Background: an optimization exercise with open tools, aiming at small area. Do not read the settings as production practice. In this exercise RTL edits were held to simulation tests only and were not proved equivalent to the original. Power figures rest on the tool's default switching activity, not on a simulated workload.

Setup of run 1:
==> flow/design.v (excerpt) <==
module edge_notify_backoff_logger (
	input  logic                  clk,
	input  logic                  arst_n,
	input  logic                  tick_valid,
	output logic                  tick_ready,
	input  logic [TIME_W-1:0]     tick_time_ms,
	input  logic                  tick_pin_level,
	output logic                  report_valid,
	input  logic                  report_ready,
	output logic                  report_type,
	output logic                  report_push_request,
	output logic                  report_led_state,
	output logic                  report_backoff_ended,
	output logic [CNT_W-1:0]      report_suppressed_count,
	output logic [CNT_W-1:0]      report_overrun_total,
	output logic [TIME_W-1:0]     report_log_time,
	output logic                  report_last,
	input  logic                  cfg_we,
	input  logic [CFG_IDX_W-1:0]  cfg_index,
	input  logic [CFG_DATA_W-1:0] cfg_data
);
export LEC_CHECK = 0
export CAP_MARGIN = 20
export CORE_MARGIN = 2
export CORE_UTILIZATION = 40
export CTS_BUF_LIST = sky130_fd_sc_hd__clkbuf_8 sky130_fd_sc_hd__clkbuf_16
export CTS_CLUSTER_DIAMETER = 60
export CTS_CLUSTER_SIZE = 20
export PLACE_DENSITY = 0.6
export SLEW_MARGIN = 20
create_clock -name core_clock -period 8.0 [get_ports {clk}]
run.sh (not shown) runs the stock make flow with config.mk's settings and CLKGATE_MAP_FILE= SYNTH_SCRIPT=/design/flow/synth_recipe.tcl, a recipe that flattens the netlist after the stock synthesis.
The inputs of run 2 differ from those of run 1 as listed below.
# run 1
export LEC_CHECK = 0
export CAP_MARGIN = 20
export CORE_MARGIN = 2
export CORE_UTILIZATION = 40
export CTS_BUF_LIST = sky130_fd_sc_hd__clkbuf_8 sky130_fd_sc_hd__clkbuf_16
export CTS_CLUSTER_DIAMETER = 60
export CTS_CLUSTER_SIZE = 20
export PLACE_DENSITY = 0.6
export SLEW_MARGIN = 20
create_clock -name core_clock -period 8.0 [get_ports {clk}]
# run 2
export LEC_CHECK = 0
export CAP_MARGIN = 20
export CORE_MARGIN = 2
export CORE_UTILIZATION = 40
export PLACE_DENSITY = 0.6
export SLEW_MARGIN = 20
create_clock -name core_clock -period 8.0 [get_ports {clk}]
==> flow/flow/run.sh (new file) <==
#!/bin/bash
# Own layout flow: the standard layout (standard.sh), with two changes to how
# the layout is built:
#  - the port buffers that buffer_ports inserts use the smallest buffer, buf_1;
#  - clock tree synthesis uses clkbuf_8/clkbuf_16 with larger sink clusters and
#    inserts no dummy loads.
# Everything else (synthesis, floorplan, power grid, placement, routing) is the
# standard flow. The make output goes to flow_make.log in the work folder; the
# ORFS tool logs stay under orfs/logs.
set -euo pipefail
export BUFFER_PORTS_ARGS="-buffer_cell sky130_fd_sc_hd__buf_1"
export CTS_ARGS="-sink_clustering_enable -repair_clock_nets -dont_use_dummy_load -buf_list {sky130_fd_sc_hd__clkbuf_8 sky130_fd_sc_hd__clkbuf_16} -sink_clustering_size 20 -sink_clustering_max_diameter 60"
bash standard.sh > flow_make.log 2>&1
==> flow/standard.sh (new file) <==
#!/bin/bash
# synth_recipe.tcl (not shown) runs the flow's synth.tcl, then flattens the netlist and writes it again
# the make line also repeats each setting of config.mk as NAME=value (left out here)
make -C /OpenROAD-flow-scripts/flow DESIGN_CONFIG=/design/flow/config.mk WORK_HOME=/design/flow/orfs CLKGATE_MAP_FILE= SYNTH_SCRIPT=/design/flow/synth_recipe.tcl "${@:-finish}"
removed: flow/run.sh
~same switching share of power in run 1 and run 2. Sort run 1 and run 2 by final-layout clock buffer total desc -> top: run 1. Run 2 improves on run 1 in minimum period implied by the final worst setup slack. Going from run 1 to run 2, post-detailed-routing wire length decreased 0.36%; fmax increased 0.85%; total of plain and repair buffers excluding clock buffers decreased 1. Delta (run 2 minus run 1): worst setup slack rose 0.063 ns, total power fell 5.6%, register share of the cell area rose 3.5 points.
The inputs of run 3 differ from those of run 2 as listed below.
--- a/flow/flow/run.sh
+++ b/flow/flow/run.sh
@@ -12 +12 @@
-export CTS_ARGS="-sink_clustering_enable -repair_clock_nets -dont_use_dummy_load -buf_list {sky130_fd_sc_hd__clkbuf_8 sky130_fd_sc_hd__clkbuf_16} -sink_clustering_size 20 -sink_clustering_max_diameter 60"
+export CTS_ARGS="-sink_clustering_enable -repair_clock_nets -dont_use_dummy_load -buf_list {sky130_fd_sc_hd__clkbuf_8 sky130_fd_sc_hd__clkbuf_16} -sink_clustering_size 20 -sink_clustering_max_diameter 50 -sink_clustering_buffer sky130_fd_sc_hd__clkbuf_8"
==> summary.txt <==
Re final cell count: run 3 is 7 up on run 2.
Area growth from synthesis to layout, run 2 and run 3, lower one = run 3.
Comparing run 2 and run 3, the lower final critical-path required period is on run 3.
Input changes introduced in run 4 (baseline for comparison: run 3):
--- a/flow/flow/run.sh
+++ b/flow/flow/run.sh
@@ -12 +12 @@
-export CTS_ARGS="-sink_clustering_enable -repair_clock_nets -dont_use_dummy_load -buf_list {sky130_fd_sc_hd__clkbuf_8 sky130_fd_sc_hd__clkbuf_16} -sink_clustering_size 20 -sink_clustering_max_diameter 50 -sink_clustering_buffer sky130_fd_sc_hd__clkbuf_8"
+export CTS_ARGS="-sink_clustering_enable -repair_clock_nets -dont_use_dummy_load -buf_list {sky130_fd_sc_hd__clkbuf_16} -sink_clustering_size 30 -sink_clustering_max_diameter 80"
Results
Run 4: relative max-transition margin is 0.91 points higher than what run 3 reported.
Run 4 completed; timing, DRC and antenna clean
The final worst-path setup slack in run 4 was lower than what run 3 gave.
The arrival time of the worst setup path was comparable across run 4 and run 3.
Per the comparison of run 4 with run 3, actual transition at the worst max-transition pin dropped 0.014 ns, clock share of power has decreased, post-synthesis to final-layout area growth now smaller.

[afterwards: timing with drivers on the ports]
The results above use ideal ports. As a check the final layouts listed here were re-extracted and re-timed, cells and wires unchanged.
Step 1 sets driving cells, clkbuf_16 on the clock port and buf_2 on the other inputs (assumed; they add their load-dependent delay and slew).
Step 2 times the ports against the registers' clock, not the clock port: input delays grow and output delays shrink by t, the midpoint of the rising clock arrivals with the driver on.
Slacks: no drivers / after step 1 / after step 2; pairs: no drivers / after step 1.
run	t (ns)	slack for setup (ns)	worst setup path at the end	pins driven straight from the clock port
run 1	0.603	0.542 / 0.542 / 0.542	register to register	1
run 2	0.579	0.605 / 0.605 / 0.605	register to register	1
run 3	0.528	0.651 / 0.651 / 0.651	register to register	1
run 4	0.549	0.625 / 0.625 / 0.625	register to register	1
After both steps every run listed still meets setup and hold.
